This is an optimization exercise on Yosys and OpenROAD, whose aim is small area and a short achievable clock period, not a production implementation.
RTL that was checked went through simulation tests only; none was proved equivalent to the original.
Function not checked in run 4: the RTL went through the layout flow alone.
The clock port is modelled as an ideal driver; clocking choices that lean on that would not hold on a real chip.
Power is estimated from default activity; no workload was simulated.

**flow/design.v**
```verilog
`default_nettype none
`timescale 1ns/1ps
package spi_ram_pkg;
    localparam logic [1:0] CMD_WR_ADDR = 2'b00;
    localparam logic [1:0] CMD_WR_DATA = 2'b01;
    localparam logic [1:0] CMD_RD_ADDR = 2'b10;
    localparam logic [1:0] CMD_RD_DATA = 2'b11;
endpackage
`default_nettype wire
`default_nettype none
`timescale 1ns/1ps
module spi_sp_ram #(
    parameter int WIDTH     = 8,
    parameter int MEM_DEPTH = 256
) (
    input  logic                         clk,
    input  logic                         wload,
    input  logic [7:0]                   waddr,
    input  logic [WIDTH-1:0]             wdata_n,
    input  logic [7:0]                   raddr,
    output logic                         hit,
    output logic [WIDTH-1:0]             dout
);
    logic [WIDTH-1:0] r_mem [MEM_DEPTH];
    logic             r_wen;
    logic [WIDTH-1:0] r_dout;
    always_ff @(posedge clk) begin
        r_wen  <= wload;
        r_dout <= r_mem[raddr];
        if (r_wen) r_mem[waddr] <= ~wdata_n;
    end
    assign hit  = 1'b1;
    assign dout = r_dout;
endmodule
`default_nettype wire
`default_nettype none
`timescale 1ns/1ps
module spi_slave_ram_burst #(
    parameter int WIDTH     = 8,
    parameter int MEM_DEPTH = 256,
    parameter int AUTO_INC  = 1
) (
    input  logic clk,
    input  logic rst,
    input  logic SS_n,
    input  logic MOSI,
    output logic MISO,
    output logic busy,
    output logic frame_err
);
    logic             r_recv;
    logic             r_exec;
    logic             r_rdout;
    logic             r_done;
    logic             r_busy;
    logic [3:0]       r_cnt;
    logic [9:0]       r_shift;
    logic [7:0]       r_wr_addr;
    logic [7:0]       r_rd_addr;
    logic [7:0]       r_waddr;
    logic [7:0]       r_wdata_n;
    logic [7:0]       r_rbuf;
    logic             r_miso;
    logic             r_frame_err;
    logic [1:0]       w_cmd;
    logic [7:0]       w_payload;
    logic             w_hit;
    logic [7:0]       w_dout;
    logic             w_last;
    logic             w_wload;
    assign w_cmd     = r_shift[9:8];
    assign w_payload = r_shift[7:0];
    assign w_last    = (r_cnt == 4'd9);
    assign w_wload   = r_exec && (w_cmd == spi_ram_pkg::CMD_WR_DATA);
    spi_sp_ram #(
        .WIDTH (WIDTH)
    ) u_ram (
        .clk   (clk),
        .wload (w_wload),
        .waddr (r_waddr),
        .wdata_n (r_wdata_n),
        .raddr (r_rd_addr),
        .hit   (w_hit),
        .dout  (w_dout)
    );
    always_ff @(posedge clk) begin
        r_shift <= {r_shift[8:0], MOSI};
    end
    always_ff @(posedge clk) begin
        if (!r_busy || (r_recv && w_last))
            r_cnt <= '0;
        else if (r_recv || r_rdout)
            r_cnt <= r_cnt + 1'b1;
    end
    always_ff @(posedge clk) begin
        if (w_wload) begin
            r_waddr <= r_wr_addr;
            r_wdata_n <= ~w_payload;
        end
    end
    always_ff @(posedge clk) begin
        if (r_rdout)
            r_rbuf <= {r_rbuf[6:0], 1'b0};
        else if (w_hit)
            r_rbuf <= w_dout;
    end
    always_ff @(posedge clk or posedge rst) begin
        if (rst) begin
            r_recv      <= 1'b0;
            r_exec      <= 1'b0;
            r_rdout     <= 1'b0;
            r_done      <= 1'b0;
            r_busy      <= 1'b0;
            r_wr_addr   <= '0;
            r_rd_addr   <= '0;
            r_miso      <= 1'b0;
            r_frame_err <= 1'b0;
        end else begin
            r_recv      <= (!r_busy && !SS_n) || (r_recv && !SS_n && !w_last);
            r_exec      <= r_recv && !SS_n && w_last;
            r_rdout     <= (r_exec && !SS_n && (w_cmd == spi_ram_pkg::CMD_RD_DATA)) ||
                           (r_rdout && !SS_n && (r_cnt != 4'd8));
            r_done      <= (r_exec && !SS_n && (w_cmd != spi_ram_pkg::CMD_RD_DATA)) ||
                           (r_rdout && !SS_n && (r_cnt == 4'd8)) ||
                           (r_done && !SS_n);
            r_busy      <= !SS_n;
            r_miso      <= r_rdout && !SS_n && (r_cnt != 4'd8) && r_rbuf[7];
            r_frame_err <= r_recv && SS_n;
            if (r_exec) begin
                case (w_cmd)
                    spi_ram_pkg::CMD_WR_ADDR: r_wr_addr <= w_payload;
                    spi_ram_pkg::CMD_WR_DATA: r_wr_addr <= r_wr_addr + 1'b1;
                    spi_ram_pkg::CMD_RD_ADDR: r_rd_addr <= w_payload;
                    default:                  r_rd_addr <= r_rd_addr + 1'b1;
                endcase
            end
        end
    end
    assign MISO      = r_miso;
    assign busy      = r_busy;
    assign frame_err = r_frame_err;
endmodule
`default_nettype wire
```
**flow/run.sh**
```bash
#!/bin/bash
# synth_recipe.tcl (not shown) runs the flow's synth.tcl, then flattens the netlist and writes it again
# the make line also repeats each setting of config.mk as NAME=value (left out here)
make -C /OpenROAD-flow-scripts/flow DESIGN_CONFIG=/design/flow/config.mk WORK_HOME=/design/flow/orfs CLKGATE_MAP_FILE= SYNTH_SCRIPT=/design/flow/synth_recipe.tcl finish
```
**flow/config.mk**
```make
export PLATFORM = sky130hd
export DESIGN_NAME = spi_slave_ram_burst
export DESIGN_NICKNAME = spi_slave_ram_burst
export VERILOG_FILES = /design/flow/design.v
export SDC_FILE = /design/flow/constraint.sdc
export NUM_CORES = 4
export LEC_CHECK = 0
export CAP_MARGIN = 20
export CORE_MARGIN = 2
export CORE_UTILIZATION = 82
export CTS_BUF_LIST = sky130_fd_sc_hd__clkbuf_16
export CTS_CLUSTER_DIAMETER = 60
export CTS_CLUSTER_SIZE = 24
export SETUP_SLACK_MARGIN = 2.5
export SLEW_MARGIN = 20
export TNS_END_PERCENT = 100
```
**flow/constraint.sdc**
```tcl
create_clock -name core_clock -period 4.5 [get_ports {clk}]
set_input_delay 0.9000 -clock core_clock [delete_from_list [all_inputs] [get_ports {clk}]]
set_output_delay 0.9000 -clock core_clock [all_outputs]
set_load 0.01 [all_outputs]
```
==> impl_metrics.ini, run 1 <==
[run_status]
outcome = aborted with a tool error
stop_stage = clock tree synthesis (4_1_cts)
error = [ERROR DPL-0033] detailed placement checks failed during check placement.

[cts]
htree_levels = 4
clk_path_buf_depth = 3
post_cts_buffers = 303
cts-resized-gates = 649
holdBufCountCts = 0
cts_root_buf = clkbuf_16
cts_buffers = 132
cts.sink_count = 2117

[placement]
gp_congestion = 0.927
hpwl_mm = 132
dpl_worst_slack_ps = 387
io_buffers = 6
place_area_um2 = 84900

[floorplan]
chipWidth_um = 321
die_h_um = 321
io_pins = 7
rows = 116
initial_core_util_pct = 82.6

[synthesis]
synth_top_area_share_pct = 75.0
synth_top_area_cell = edfxtp_1
yosysSeqAreaShare_pct = 76.4
yosys_most_used_dff = edfxtp_1
synth_seq_cells = 2117
syn-num-nets = 4246
netlist_area_um2 = 82600
postSynth.asyncResetShare_pct = 1.04
synth-edff-count = 2064
synth_area_leaders = edfxtp_1, mux4_2, mux2i_1
synth_cell_type_count = 59
avgSynthCellArea_um2 = 19.5
ys_warn_count = 2
netlist_instances = 4237
-- synthesized netlist by cell type (30+ instances only) --
cell type,n
nor2_1,394
or3_1,30
mux4_2,367
buf_2,57
dfxtp_1,31
a221oi_1,54
o22ai_1,58
a22oi_1,102
edfxtp_1,2064
a21oi_1,87
clkbuf_1,129
nand2_1,90
o21ai_0,44
nand3_1,64
mux2_2,34
mux2i_1,290
-- through the flow --
step                cells  power, mW  util [%]
floorplan            4237       21.8         -
global placement     5402       21.8      84.9
detailed placement   5402       21.8      84.9
-- how the worst max path moves through the flow --
stage / start / endpoint / slack, ps / cells after the start
after detailed placement: r_rd_addr[0]$_DFFE_PP0P_ / u_ram.r_dout[4]$_DFF_P_ / 390 / 8
after global placement: r_rd_addr[0]$_DFFE_PP0P_ / u_ram.r_dout[4]$_DFF_P_ / 300 / 7
after floorplan: r_wdata_n[0]$_DFFE_PP_ / u_ram.r_mem[0][0]$_DFFE_PP_ / 1700 / 1
-- logic make-up after synthesis --
group / count (synthesis) / share of synthesized area, %
XOR/XNOR: 2 / 0.0212
adder cells (fa/ha/maj): 5 / 0.0757
AO/OA/AOI/OAI: 472 / 4.01
buffers and inverters: 293 / 2.04
AND/OR/NAND/NOR: 656 / 3.41
multiplexers: 692 / 14.0
flip-flops: 2117 / 76.4
-- power groups by stage --
stage | combinational, mW | clock, mW | sequential [mW]
after floorplan | 0.0269 | 0 | 21.7
after global placement | 0.0349 | 0 | 21.7
after detailed placement | 0.0385 | 0 | 21.7
==> run 2: changes to the inputs <==
--- a/flow/config.mk
+++ b/flow/config.mk
@@ -8,5 +8,5 @@
 export CAP_MARGIN = 20
 export CORE_MARGIN = 2
-export CORE_UTILIZATION = 82
+export CORE_UTILIZATION = 70
 export CTS_BUF_LIST = sky130_fd_sc_hd__clkbuf_16
 export CTS_CLUSTER_DIAMETER = 60
==> run 2 against run 1 <==
Against the previous run: synthesized cell count is the same; synthesized area stayed put; the run now finishes clean.
==> impl_metrics.ini, run 2 <==
[synthesis]
ys_warn_count = 2
yosys_most_used_dff = edfxtp_1
yosysSeqAreaShare_pct = 76.4
synth_seq_cells = 2117
avgSynthCellArea_um2 = 19.5
netlist_top_cells_count = edfxtp_1, nor2_1, mux4_2
syn-num-nets = 4246
synth_top_area_cell = edfxtp_1
netlist_area_um2 = 82600
synth_area_leaders = edfxtp_1, mux4_2, mux2i_1
synth_cell_type_count = 59
synth_top_area_share_pct = 75.0
netlist_instances = 4237
yosysMostFrequentCell = edfxtp_1
postSynth.asyncResetShare_pct = 1.04
synth-edff-count = 2064

[cts]
holdBufCountCts = 0
cts_buffers = 135
htree_levels = 4
cts.sink_count = 2117
clk_path_buf_depth = 3
cts_tree = built
cts_root_buf = clkbuf_16
clk_latency_ps = 780
clkTransAtPathRegs_ps = 100

[timing]
fin_crit_ps = 3260
slew_headroom_pct = 22.0
fmax_mhz = 307
finClkSkew_ps = 29.3
setup_tns_ps = 0
finalSetupViolCount = 0
maxSlewViolCount = 0
hold_viol_final = 0
rsz0062_at_grt = yes
fin_crit_sh_pct = 72.5
worstMarginPinSlew_ps = 1170

[cells_and_area]
reg.largest.list = u_ram.r_mem: 2048 flops, r_shift: 10 flops
final_cell_mix = edfxtp_1, mux4_2, mux2i_1
largest_reg_flops = 2048
final_common_cell = edfxtp_1
syn2layout_area_growth_pct = 17.4
drive_gt1_share_pct = 32.7
largest-register = u_ram.r_mem
fin_cells = 6241
diodes = 0
nets = 4612

[global_routing]
grt.total_usage_pct = 36.3
grt_max_degree = 257
antenna_found_initial = 3
grt-ovfl-total = 0
grt_pass1_vias = 43600
grt_pass1_wl_mm = 310

[run_status]
outcome = finished clean

[route]
drt-total-wl_mm = 225
drtIter0Drc = 7414
routedWlPerCell_um = 36.1
drc_errors = 0
viasPerCell = 7.27
dr.pass1.iters = 8
ant_nets = 0
vias = 45400

[placement]
placedCellCount = 5686
hpwl_mm = 126
gp_congestion = 0.946
io_buffers = 6

[flow_run]
cap_viol_max_count = 0

[worst_hold_path]
hold_path_startpoint = r_shift[1]$_DFF_P_
whs_endpoint = r_shift[2]$_DFF_P_
holdPathStages = 0
hp-class = flip-flop to flip-flop

[critical_path]
critPathLaunchType = flip-flop
worstPathArrival_ps = 3940
reg2reg_depth = 7
regToRegSetupSlack_ps = 1240
crit_required_ps = 5180
crit_fanout = 9
r2r-end = u_ram.r_dout[4]$_DFF_P_
end_kind = flip-flop
crit_type = flip-flop to flip-flop
r2r-start = r_rd_addr[0]$_DFFE_PP0P_
cp-startpoint = r_rd_addr[0]$_DFFE_PP0P_

[pwr]
irDropWorstVdd_uv = 438
p_leak_nw = 29.0
power_density_nw_per_um2 = 356

[floorplan]
rows = 126
die_area_um2 = 121000
initial_core_util_pct = 70.3
io_pins = 7
chipWidth_um = 348
die_h_um = 348
coreArea_um2 = 118000
==> run 2: per-layer routing <==
metal | GRT usage [%] | share of wire, % | vias up
li1 | - | - | 18000
met1 | 51.4 | 35 | 23200
met2 | 56.1 | 48 | 3432
met3 | 7.55 | 12 | 659
met4 | 16.0 | 5.4 | 4
met5 | 0 | 0.015 | -
==> run 2: cells by family after synthesis <==
kind of cell               count (synthesis)  synth area share, %
xor gates and xnor gates                   2               0.0212
DFF                                     2117                 76.4
buffers and inverters                    293                 2.04
AOI/OAI and AO/OA                        472                 4.01
adders and majority gates                  5               0.0757
muxes                                    692                 14.0
and+or+nand+nor                          656                 3.41
==> run 2: metrics by stage <==
stage	power (mW)	util [%]	hold slack [ps]	cell area [um2]	worst slack [ps]
finish	34.5	82.5	375	97000	1240
global route	35.2	82.5	376	97000	1300
CTS	34.5	80.2	364	94400	1360
detailed placement	21.8	72.8	353	85600	627
global placement	21.8	72.8	340	85600	630
floorplan	21.8	-	331	83600	1700
==> run 2: final cells by class <==
type | count | area (um2)
Sequential cell | 2117 | 63200
Multi-Input combinational cell | 1827 | 20900
Clock inverter | 94 | 923
Timing Repair Buffer | 487 | 6340
Fill cell | 5308 | 20600
Timing Repair inverter | 7 | 42.5
Tap cell | 1536 | 1920
Clock buffer | 145 | 3630
Inverter | 28 | 136
==> run 2: what timing repair did <==
| item | in CTS | in global routing |
|---|---|---|
| hold endpoints to repair | 0 | 0 |
| gates resized for setup | 484 | 174 |
| setup endpoints to repair | 2753 | 1978 |
| buffers inserted | 155 | 135 |
| pin swaps | 115 | 140 |
| gates cloned | 15 | 10 |
==> run 2: critical path: stages (launching register included) <==
cell and delay [ps]:
dfrtp_4 440, buf_12 170, buf_12 150, mux4_2 560, mux4_2 490, o211ai_1 430, nand4_1 500, a31o_1 400
==> run 2: worst max path at each step <==
stage,to,slack (ps),depth (start not counted)
global route,u_ram.r_dout[4]$_DFF_P_,1300,7
floorplan,u_ram.r_mem[0][0]$_DFFE_PP_,1700,1
global placement,u_ram.r_dout[5]$_DFF_P_,630,7
detailed placement,u_ram.r_dout[5]$_DFF_P_,630,9
finish,u_ram.r_dout[4]$_DFF_P_,1240,7
CTS,u_ram.r_dout[4]$_DFF_P_,1360,7
==> run 2: power by group <==
group          total [mW]  switching (mW)  internal, mW  leakage (nW)
Sequential           21.3          0.0199          21.3          19.1
Combinational      0.0433          0.0273        0.0160          7.65
Clock                13.2            6.83          6.35          2.24
==> run 3: changes to the inputs <==
--- a/flow/config.mk
+++ b/flow/config.mk
@@ -12,5 +12,5 @@
 export CTS_CLUSTER_DIAMETER = 60
 export CTS_CLUSTER_SIZE = 24
-export SETUP_SLACK_MARGIN = 2.5
+export SETUP_SLACK_MARGIN = 0.5
 export SLEW_MARGIN = 20
 export TNS_END_PERCENT = 100
==> run 3 against run 2 <==
Against the previous run: worst setup slack lost 530 ps; design area shrank 7.5%; critical endpoint is now u_ram.r_dout[0]$_DFF_P_; register-to-register slack lost 530 ps; highest routed layer unchanged; still clean on timing, DRC and antenna.
==> impl_metrics.ini, run 3 <==
[cells_and_area]
multi_input_area_um2 = 17800
largest_reg_flops = 2048
nets = 4311
final_common_cell = edfxtp_1
final.fill_count = 6336
drive_gt1_share_pct = 19.4
final_cell_mix = edfxtp_1, nor2_1, mux4_2
stdcell_area_um2 = 89700
largest-register = u_ram.r_mem
regArea_um2 = 63200
syn2layout_area_growth_pct = 8.60
reg.largest.list = u_ram.r_mem: 2048 flops, r_shift: 10 flops

[timing]
hold_viol_final = 0
worstMarginPinSlew_ps = 1110
fin_crit_ps = 3790
fin_crit_sh_pct = 84.2
setup_tns_ps = 0
rsz0062_at_grt = no
finClkSkew_ps = 29.6
slew_headroom_pct = 25.9
holdWs_ps = 365
finalSetupViolCount = 0
fmax_mhz = 264
maxSlewViolCount = 0

[critical_path]
path_buf_inv = 2
crit_slowest_cell = dfrtp_4
crit_path_max_incr_delay_ps = 750
cp_top_family = compound AO/OA/AOI/OAI gates
crit_fanout = 24
worstPathArrival_ps = 4420
end_kind = flip-flop
crit_required_ps = 5140
critPathLaunchType = flip-flop
cpMostUsedCell = buf_4
path_cells = buf_4 -> buf_4 -> mux4_2 -> mux2_2 -> a21oi_1 -> o211ai_1 -> o221ai_1 -> o31ai_1
crit_type = flip-flop to flip-flop

[route]
viasPerCell = 7.20
routedWlPerCell_um = 35.0
drt-total-wl_mm = 208
drtIter0Drc = 6364
ant_nets = 0
vias = 42900
dr.pass1.iters = 10
drc_errors = 0

[synthesis]
synth-edff-count = 2064
synth_seq_cells = 2117
postSynth.asyncResetShare_pct = 1.04
synth_top_area_share_pct = 75.0
syn-num-nets = 4246
yosysSeqAreaShare_pct = 76.4
netlist_top_cells_count = edfxtp_1, nor2_1, mux4_2
ys_warn_count = 2
netlist_area_um2 = 82600
synth_cell_type_count = 59
synth_top_area_cell = edfxtp_1
synth_area_leaders = edfxtp_1, mux4_2, mux2i_1
netlist_instances = 4237
avgSynthCellArea_um2 = 19.5
yosysMostFrequentCell = edfxtp_1
yosys_most_used_dff = edfxtp_1

[global_routing]
grt-ovfl-total = 0
grt_pass1_vias = 41800
grt_pass1_wl_mm = 298
grt.met3_usage_pct = 7.06
antenna_found_initial = 4
top_usage_layer = met2
use_met1_pct = 48.7
grt.total_usage_pct = 34.9
grt_max_degree = 194
gr-usage-met2_pct = 55.6

[cts]
cts_tree = built
post_cts_buffers = 0
cts_root_buf = clkbuf_16
clk_latency_ps = 780
htree_levels = 4
cts-resized-gates = 0
clk_path_buf_depth = 3
cts.sink_count = 2117
holdBufCountCts = 0
clkTransAtPathRegs_ps = 90
cts_buffers = 141

[pwr]
finalPower_mw = 35.1
power_density_nw_per_um2 = 391
irDropWorstVdd_uv = 506
p_leak_nw = 26.7

[run_status]
outcome = finished clean

[floorplan]
rows = 126
coreArea_um2 = 118000
io_pins = 7
die_h_um = 348
initial_core_util_pct = 70.3
die_area_um2 = 121000
chipWidth_um = 348

[placement]
io_buffers = 6
gp_congestion = 0.928
place_area_um2 = 84700
hpwl_mm = 133

[flow_run]
cap_viol_max_count = 0

[worst_hold_path]
hp-class = flip-flop to flip-flop
run 3: cell counts after synthesis:
No cell type changed its count.
run 3: layout make-up:
class / count / area share (%)
diodes: 3 / 0.00837
clock buffers: 151 / 4.21
clock inverters: 107 / 1.23
inverters: 28 / 0.190
multi-input cells: 1827 / 19.9
flip-flops and latches: 2117 / 70.4
well taps: 1536 / 2.14
repair buffers: 187 / 1.95
run 3: cell families (layout without fill, tap and decap cells):
group | count (synthesis) | count (layout) | share of synthesized area [%]
other cells | 0 | 3 | 0
buf+inv | 293 | 473 | 2.04
compound gates | 472 | 472 | 4.01
mux | 692 | 692 | 14.0
flops | 2117 | 2117 | 76.4
simple gates | 656 | 656 | 3.41
xor+xnor | 2 | 2 | 0.0212
fa+ha+maj | 5 | 5 | 0.0757
run 3: layer usage:
metal / up-vias / share of wire [%]
met1: 22300 / 36
met5: - / 0.012
met3: 477 / 10
li1: 17400 / -
met2: 2744 / 49
met4: 4 / 4.6
run 3: path summary, 6_finish.rpt:
| path | startpoint | endpoint | cells after the start | slack [ps] |
|---|---|---|---|---|
| max | r_rd_addr[1]$_DFFE_PP0P_ | u_ram.r_dout[0]$_DFF_P_ | 8 | 710 |
| min | r_shift[1]$_DFF_P_ | r_shift[2]$_DFF_P_ | 0 | 360 |
| max reg2reg | r_rd_addr[1]$_DFFE_PP0P_ | u_ram.r_dout[0]$_DFF_P_ | 8 | 710 |
| min reg2reg | r_shift[1]$_DFF_P_ | r_shift[2]$_DFF_P_ | 0 | 360 |
| max in group asynchronous | rst | r_rd_addr[2]$_DFFE_PP0P_ | 2 | 3410 |
| min in group asynchronous | rst | r_miso$_DFF_PP0_ | 2 | 550 |
run 3: through the flow:
stage	cells	setup slack [ps]	utilization, %
final	5956	712	76.3
after global placement	5690	716	72.0
after detailed placement	5690	777	72.0
after floorplan	4237	620	-
after global routing	5953	721	76.3
after CTS	5948	754	76.2
run 3: report_power, final:
part / internal [mW] / switching (mW) / total, mW / leakage [nW]
Clock: 6.95 / 6.84 / 13.8 / 2.40
Sequential: 21.3 / 0.0190 / 21.3 / 19.1
Combinational: 0.0155 / 0.0238 / 0.0393 / 5.19
==> run 4: changes to the inputs <==
--- a/flow/design.v
+++ b/flow/design.v
@@ -11,6 +11,7 @@
 `timescale 1ns/1ps
 module spi_sp_ram #(
-    parameter int WIDTH     = 8,
-    parameter int MEM_DEPTH = 256
+    parameter int WIDTH = 8,
+    parameter int RINGS = 32,
+    parameter int SLOTS = 8
 ) (
     input  logic                         clk,
@@ -22,14 +23,49 @@
     output logic [WIDTH-1:0]             dout
 );
-    logic [WIDTH-1:0] r_mem [MEM_DEPTH];
-    logic             r_wen;
-    logic [WIDTH-1:0] r_dout;
+    localparam int SW = $clog2(SLOTS);
+    logic [SW-1:0]                 r_phase;
+    logic [RINGS*SLOTS*WIDTH-1:0]  r_ring;
+    logic [7:0]                    r_whi;
+    logic [3:0]                    r_wlo;
+    logic                          r_rhit;
+    logic                          r_rhit2;
+    logic [WIDTH-1:0]              r_rpre;
+    logic [WIDTH-1:0]              w_rsel_tap;
+    logic [RINGS-1:0]              r_rsel;
+    logic [SW-1:0]                 w_phase_nx;
+    logic [WIDTH-1:0]              w_tap [RINGS];
+    assign w_phase_nx = r_phase + 1'b1;
     always_ff @(posedge clk) begin
-        r_wen  <= wload;
-        r_dout <= r_mem[raddr];
-        if (r_wen) r_mem[waddr] <= ~wdata_n;
+        r_phase <= w_phase_nx;
+        r_whi   <= (!wload && (w_phase_nx == waddr[SW-1:0])) ? (8'd1 << waddr[7:5]) : 8'd0;
+        r_wlo   <= 4'd1 << waddr[4:3];
+        r_rhit  <= (r_phase == raddr[SW-1:0]);
+        r_rhit2 <= r_rhit;
+        r_rpre  <= w_rsel_tap;
+        r_rsel  <= RINGS'(1) << raddr[7:SW];
     end
-    assign hit  = 1'b1;
-    assign dout = r_dout;
+    genvar r, k;
+    generate
+        for (r = 0; r < RINGS; r++) begin : g_ring
+            logic w_we;
+            assign w_we = r_whi[r / 4] && r_wlo[r % 4];
+            for (k = 0; k < SLOTS - 1; k++) begin : g_slot
+                always_ff @(posedge clk) begin
+                    r_ring[(r*SLOTS + k)*WIDTH +: WIDTH] <= r_ring[(r*SLOTS + k + 1)*WIDTH +: WIDTH];
+                end
+            end
+            assign w_tap[r] = r_ring[(r*SLOTS + SLOTS - 1)*WIDTH +: WIDTH];
+            always_ff @(posedge clk) begin
+                r_ring[(r*SLOTS + SLOTS - 1)*WIDTH +: WIDTH] <=
+                    w_we ? ~wdata_n : r_ring[(r*SLOTS)*WIDTH +: WIDTH];
+            end
+        end
+    endgenerate
+    always_comb begin
+        w_rsel_tap = '0;
+        for (int i = 0; i < RINGS; i++) w_rsel_tap = w_rsel_tap | (w_tap[i] & {WIDTH{r_rsel[i]}});
+    end
+    assign hit  = r_rhit2;
+    assign dout = r_rpre;
 endmodule
 `default_nettype wire
==> flow/flow/run.sh (new file) <==
#!/bin/bash
# Own flow: the standard layout, with one extra step after clock tree
# synthesis that upsizes the cells on the slowest register-to-register paths
# (ORFS's repair stops on the output ports, whose paths it cannot improve).
# Each tool's output goes to a log file of its own in this folder.
set -euo pipefail
W=$PWD
bash standard.sh synth floorplan place cts > "$W/log_1_to_cts.txt" 2>&1
R=$W/orfs/results/$FLOW_PLATFORM/spi_slave_ram_burst/base
R=$R openroad -no_init -exit "$W/flow/upsize.tcl" > "$W/log_2_upsize.txt" 2>&1
bash standard.sh finish > "$W/log_3_to_finish.txt" 2>&1
==> flow/flow/upsize.tcl (new file) <==
# Upsize the drivers on the slowest paths that end at registers, one drive
# step per round, then legalise the placement and save the CTS result.
set P $::env(FLOW_HOME)/platforms/$::env(FLOW_PLATFORM)
read_lef $P/lef/sky130_fd_sc_hd.tlef
read_lef $P/lef/sky130_fd_sc_hd_merged.lef
read_liberty $P/lib/sky130_fd_sc_hd__tt_025C_1v80.lib
read_db $::env(R)/4_cts.odb
read_sdc $::env(R)/4_cts.sdc
source $P/setRC.tcl
set_propagated_clock [all_clocks]
set dont_use {}
foreach c [get_lib_cells *] {
  set n [get_name $c]
  if {[regexp {__(probe|lpflow|clkdly|dlygate|dlymetal|buf_16|clkbuf_16|fa_|ha_)} $n]} { lappend dont_use $n }
}
estimate_parasitics -placement

proc out_ws {} {
  set p [lindex [find_timing_paths -path_delay max -to [all_outputs]] 0]
  return [get_property $p slack]
}
proc bigger {master} {
  if {![regexp {^(.*)_([0-9]+)$} $master -> base n]} { return "" }
  set best ""
  set bn 1000
  foreach c [get_lib_cells ${base}_*] {
    set cn [get_name $c]
    if {[lsearch $::dont_use $cn] >= 0} { continue }
    if {[regexp {_([0-9]+)$} $cn -> m] && $m > $n && $m < $bn} { set best $cn; set bn $m }
  }
  return $best
}

for {set round 0} {$round < 6} {incr round} {
  set target [expr {[out_ws] + 0.15}]
  set regs [all_registers -data_pins]
  set paths [find_timing_paths -path_delay max -to $regs -group_path_count 300 -endpoint_path_count 1 -slack_max $target]
  puts "round $round: output slack [out_ws], target $target, paths [llength $paths]"
  if {[llength $paths] == 0} { break }
  set done {}
  foreach p $paths {
    foreach pt [get_property $p points] {
      set pin [get_property $pt pin]
      if {[get_property $pin direction] ne "output"} { continue }
      set inst [get_cells -of_objects $pin]
      set iname [get_name $inst]
      if {[lsearch -exact $done $iname] >= 0} { continue }
      lappend done $iname
      set m [get_property $inst ref_name]
      if {[string match "*clkbuf*" $m] || [string match "*clkinv*" $m]} { continue }
      set b [bigger $m]
      if {$b ne ""} { replace_cell $inst $b; puts "  $iname $m -> $b" }
    }
  }
  estimate_parasitics -placement
}
puts "final: output slack [out_ws]"
report_checks -path_delay max -to [all_registers -data_pins] -format end -group_path_count 5
detailed_placement
check_placement -verbose
estimate_parasitics -placement
report_checks -path_delay max -format end -group_path_count 5
write_db $::env(R)/4_cts.odb
==> flow/standard.sh (new file) <==
#!/bin/bash
# synth_recipe.tcl (not shown) runs the flow's synth.tcl, then flattens the netlist and writes it again
# the make line also repeats each setting of config.mk as NAME=value (left out here)
make -C /OpenROAD-flow-scripts/flow DESIGN_CONFIG=/design/flow/config.mk WORK_HOME=/design/flow/orfs CLKGATE_MAP_FILE= SYNTH_SCRIPT=/design/flow/synth_recipe.tcl "${@:-finish}"
--- a/flow/config.mk
+++ b/flow/config.mk
@@ -8,9 +8,9 @@
 export CAP_MARGIN = 20
 export CORE_MARGIN = 2
-export CORE_UTILIZATION = 70
+export CORE_UTILIZATION = 80
 export CTS_BUF_LIST = sky130_fd_sc_hd__clkbuf_16
 export CTS_CLUSTER_DIAMETER = 60
 export CTS_CLUSTER_SIZE = 24
-export SETUP_SLACK_MARGIN = 0.5
+export SETUP_SLACK_MARGIN = 2.5
 export SLEW_MARGIN = 20
 export TNS_END_PERCENT = 100
removed: flow/run.sh
==> run 4 against run 3 <==
Against the previous run: largest power group unchanged; synthesized area shrank 41%; highest routed layer unchanged; die area decreased by 48%; critical path depth shrank 5; sequential share of layout area rose by 13 points; non-clock buffer count decreased by 172; clock skew increased by 3.5 ps; worst hold slack got worse by 62 ps; global-route usage up 3.5 points; via count is 44% lower; first-iteration DRC count is 58% lower; critical path type unchanged; sequential cell count up 48.
==> impl_metrics.ini, run 4 <==
[cts]
clk_latency_ps = 700
cts.sink_count = 2165
clk_path_buf_depth = 3
htree_levels = 3
cts_tree = built
cts_root_buf = clkbuf_16
clkTransAtPathRegs_ps = 120
cts_buffers = 100

[timing]
worstMarginPinSlew_ps = 1090
fin_crit_ps = 2100
fmax_mhz = 476
hold_viol_final = 0
slew_headroom_pct = 27.1
finalSetupViolCount = 0
rsz0062_at_grt = yes
holdWs_ps = 303
setup_tns_ps = 0
fin_crit_sh_pct = 46.7
maxSlewViolCount = 0
finClkSkew_ps = 33.0

[pwr]
p_switching_mw = 5.81
p_leak_nw = 20.4
seqPwrFrac_pct = 65.8
irDropWorstVdd_uv = 427
power_density_nw_per_um2 = 557
switching_share_pct = 19.9
cellInternalPower_mw = 23.4
clockPowerShare_pct = 34.1
p_comb_share_pct = 0.1

[synthesis]
synth_top_family_by_area = compound AO/OA/AOI/OAI gates
synth_cell_type_count = 47
synth_top_area_share_pct = 86.6
synth_fa_ha_area_share_pct = 0.153
netlist_top_cells_count = dfxtp_1, nand2_1, o21ai_0
yosysSeqAreaShare_pct = 89.1
synthMuxAreaShare_pct = 0.163
synth_xor_area_share_pct = 0.161
syn-num-nets = 3210
postSynth.asyncResetShare_pct = 1.02
yosys_most_used_dff = dfxtp_1
netlist_instances = 3200
avgSynthCellArea_um2 = 15.3
ys_warn_count = 3
synth_area_leaders = dfxtp_1, o21ai_0, nand2_1
netlist_area_um2 = 49000
synth_simple_gate_area_share_pct = 4.06
synth_seq_cells = 2165
synth_top_area_cell = dfxtp_1
synth_compound_area_share_pct = 5.23
yosysMostFrequentCell = dfxtp_1
synth-edff-count = 23

[cells_and_area]
reg.largest.list = u_ram.r_ring: 2048 flops, u_ram.r_rsel: 32 flops, r_shift: 10 flops
final.fill_count = 2107
drive_gt1_share_pct = 4.71
multi_input_area_um2 = 4850
regArea_um2 = 43700
final_common_cell = dfxtp_1
syn2layout_area_growth_pct = 6.95
final_cell_mix = dfxtp_1, nand2_1, o21ai_0
fin_cells = 4007
largest-register = u_ram.r_ring
diodes = 0
nets = 3221
largest_reg_flops = 2048
stdcell_area_um2 = 52400

[floorplan]
io_pins = 7
die_h_um = 251
initial_core_util_pct = 81.0
rows = 90
chipWidth_um = 251
coreArea_um2 = 60500
die_area_um2 = 63200

[route]
dr.pass1.iters = 6
vias = 24000
drt-total-wl_mm = 119
drtIter0Drc = 2683
routedWlPerCell_um = 29.7
ant_nets = 0
drc_errors = 0
viasPerCell = 5.99

[critical_path]
reg2reg_depth = 3
path_buf_inv = 0
crit_fanout = 8
crit_type = flip-flop to flip-flop
cp_top_family = simple AND/OR/NAND/NOR gates
end_kind = flip-flop
path_cells = a22oi_1 -> nand4_1 -> or4_1
worstPathArrival_ps = 2660
path_depth = 3
crit_required_ps = 5060
crit_slowest_cell = or4_1
crit_path_max_incr_delay_ps = 620
critPathLaunchType = flip-flop

[placement]
placedCellCount = 3890
place_area_um2 = 49600
hpwl_mm = 65.3
gp_congestion = 0.878
io_buffers = 6

[global_routing]
grt_pass1_wl_mm = 173
grt_max_degree = 37
grt_pass1_vias = 25600
antenna_found_initial = 4
grt.total_usage_pct = 38.4
grt-ovfl-total = 0

[worst_hold_path]
hp-class = flip-flop to flip-flop
holdPathStages = 0

[flow_run]
cap_viol_max_count = 0

[run_status]
outcome = finished clean
==> run 4: cell count changes in the layout (fill, tap and decap cells not counted), moves of 50 or more <==
| cell | previous run | this run |
|---|---|---|
| a21oi_1 | 87 | 10 |
| a221oi_1 | 54 | 0 |
| buf_4 | 156 | 9 |
| dfxtp_1 | 31 | 2114 |
| edfxtp_1 | 2064 | 23 |
| mux2i_1 | 290 | 8 |
| mux4_2 | 367 | 0 |
| nand2_1 | 89 | 308 |
| nand3_1 | 63 | 13 |
| nor2_1 | 393 | 42 |
| o21ai_0 | 44 | 268 |
| o22ai_1 | 58 | 1 |
==> run 4: power groups by stage <==
stage	Clock, mW	Sequential [mW]	Combinational (mW)
after floorplan	0	19.6	0.0257
final	9.94	19.2	0.0336
after CTS	9.93	19.2	0.0339
after detailed placement	0	19.6	0.0333
after global placement	0	19.6	0.0310
after global routing	10.6	19.2	0.0377
==> run 4: kinds of logic (layout without fill, tap and decap cells) <==
group                      count (synthesis)  count (layout)
and+or+nand+nor                          456             456
AOI/OAI and AO/OA                        431             431
muxes                                      8               8
xor gates and xnor gates                   9               9
adders and majority gates                  6               6
buffers and inverters                    125             150
DFF                                     2165            2165
==> run 4: worst register-to-register path, delay by kind of cell (launching register included) <==
family,cells,cell delay [ps]
AO/OA/AOI/OAI,1,370
flip-flops,1,610
AND/OR/NAND/NOR,2,1010
==> run 4: layout make-up <==
cell class / instances / share of cell area, %
Clock buffer: 104 / 4.97
Clock inverter: 12 / 0.179
Inverter: 19 / 0.143
Multi-Input combinational cell: 910 / 9.26
Sequential cell: 2165 / 83.4
Tap cell: 782 / 1.87
Timing Repair Buffer: 15 / 0.215
==> run 4: what timing repair did <==
action | CTS | global route
hold buffers | 0 | 0
endpoints found under the setup margin | 24 | 23
resized for setup | 18 | 14
buffers inserted | 1 | 0
gates cloned | 0 | 0
pin swaps | 2 | 4
==> run 4: worst paths after layout <==
check | from | end | slack (ps)
min reg2reg | u_ram.r_ring[38]$_DFF_P_ | u_ram.r_ring[30]$_DFF_P_ | 300
max reg2reg | u_ram.r_rsel[5]$_SDFF_PP0_ | u_ram.r_rpre[6]$_DFF_P_ | 2400
max in group asynchronous | rst | r_wr_addr[2]$_DFFE_PP0P_ | 3260
max | u_ram.r_rsel[5]$_SDFF_PP0_ | u_ram.r_rpre[6]$_DFF_P_ | 2400
min in group asynchronous | rst | r_wr_addr[4]$_DFFE_PP0P_ | 710
min | u_ram.r_ring[38]$_DFF_P_ | u_ram.r_ring[30]$_DFF_P_ | 300
==> run 4: metrics by stage <==
| step | power [mW] | setup WS [ps] | util, % |
|---|---|---|---|
| 6_report | 29.2 | 2400 | 86.7 |
| 5_1_grt | 29.8 | 2380 | 86.7 |
| 4_1_cts | 29.2 | 2230 | 86.6 |
| 3_5_place_dp | 19.7 | 2260 | 82.1 |
| 3_3_place_gp | 19.7 | 2390 | 82.1 |
| 2_1_floorplan | 19.7 | 3160 | - |
==> run 4: metal layers <==
metal  share of wire [%]  track usage, %  routed length [um]
met1                  38            48.6               45100
met4                 6.1            21.2                7270
met3                 7.7            6.98                9220
met5              0.0059               0                   7
met2                  48            63.3               57500

[what the ideal ports hide]
In the flow no input, the clock included, has a driving cell. The finished layouts below were timed again as built, in two steps.
Step 1 (the two cells are an assumption about what drives the block):
set clk [get_ports {clk}]
set_driving_cell -lib_cell sky130_fd_sc_hd__clkbuf_16 $clk
set_driving_cell -lib_cell sky130_fd_sc_hd__buf_2 [delete_from_list [all_inputs] $clk]
Step 2 also shifts input and output timing later by t, the mid clock arrival at the registers, as if the neighbouring blocks saw the same clock.
Three values: no drivers, after step 1, after step 2; two values: the first two.
| run | shift t [ns] | slack for setup (ns) | hold WS [ns] | cell pins on the clock port's net |
|---|---|---|---|---|
| run 2 | 0.847 | 1.238 / 1.238 / 1.238 | 0.375 / 0.375 / 0.375 | 1 |
| run 3 | 0.851 | 0.712 / 0.712 / 0.712 | 0.365 / 0.365 / 0.365 | 1 |
| run 4 | 0.746 | 2.397 / 2.347 / 2.397 | 0.303 / 0.303 / 0.303 | 1 |
After both steps setup and hold are still met in every run listed.
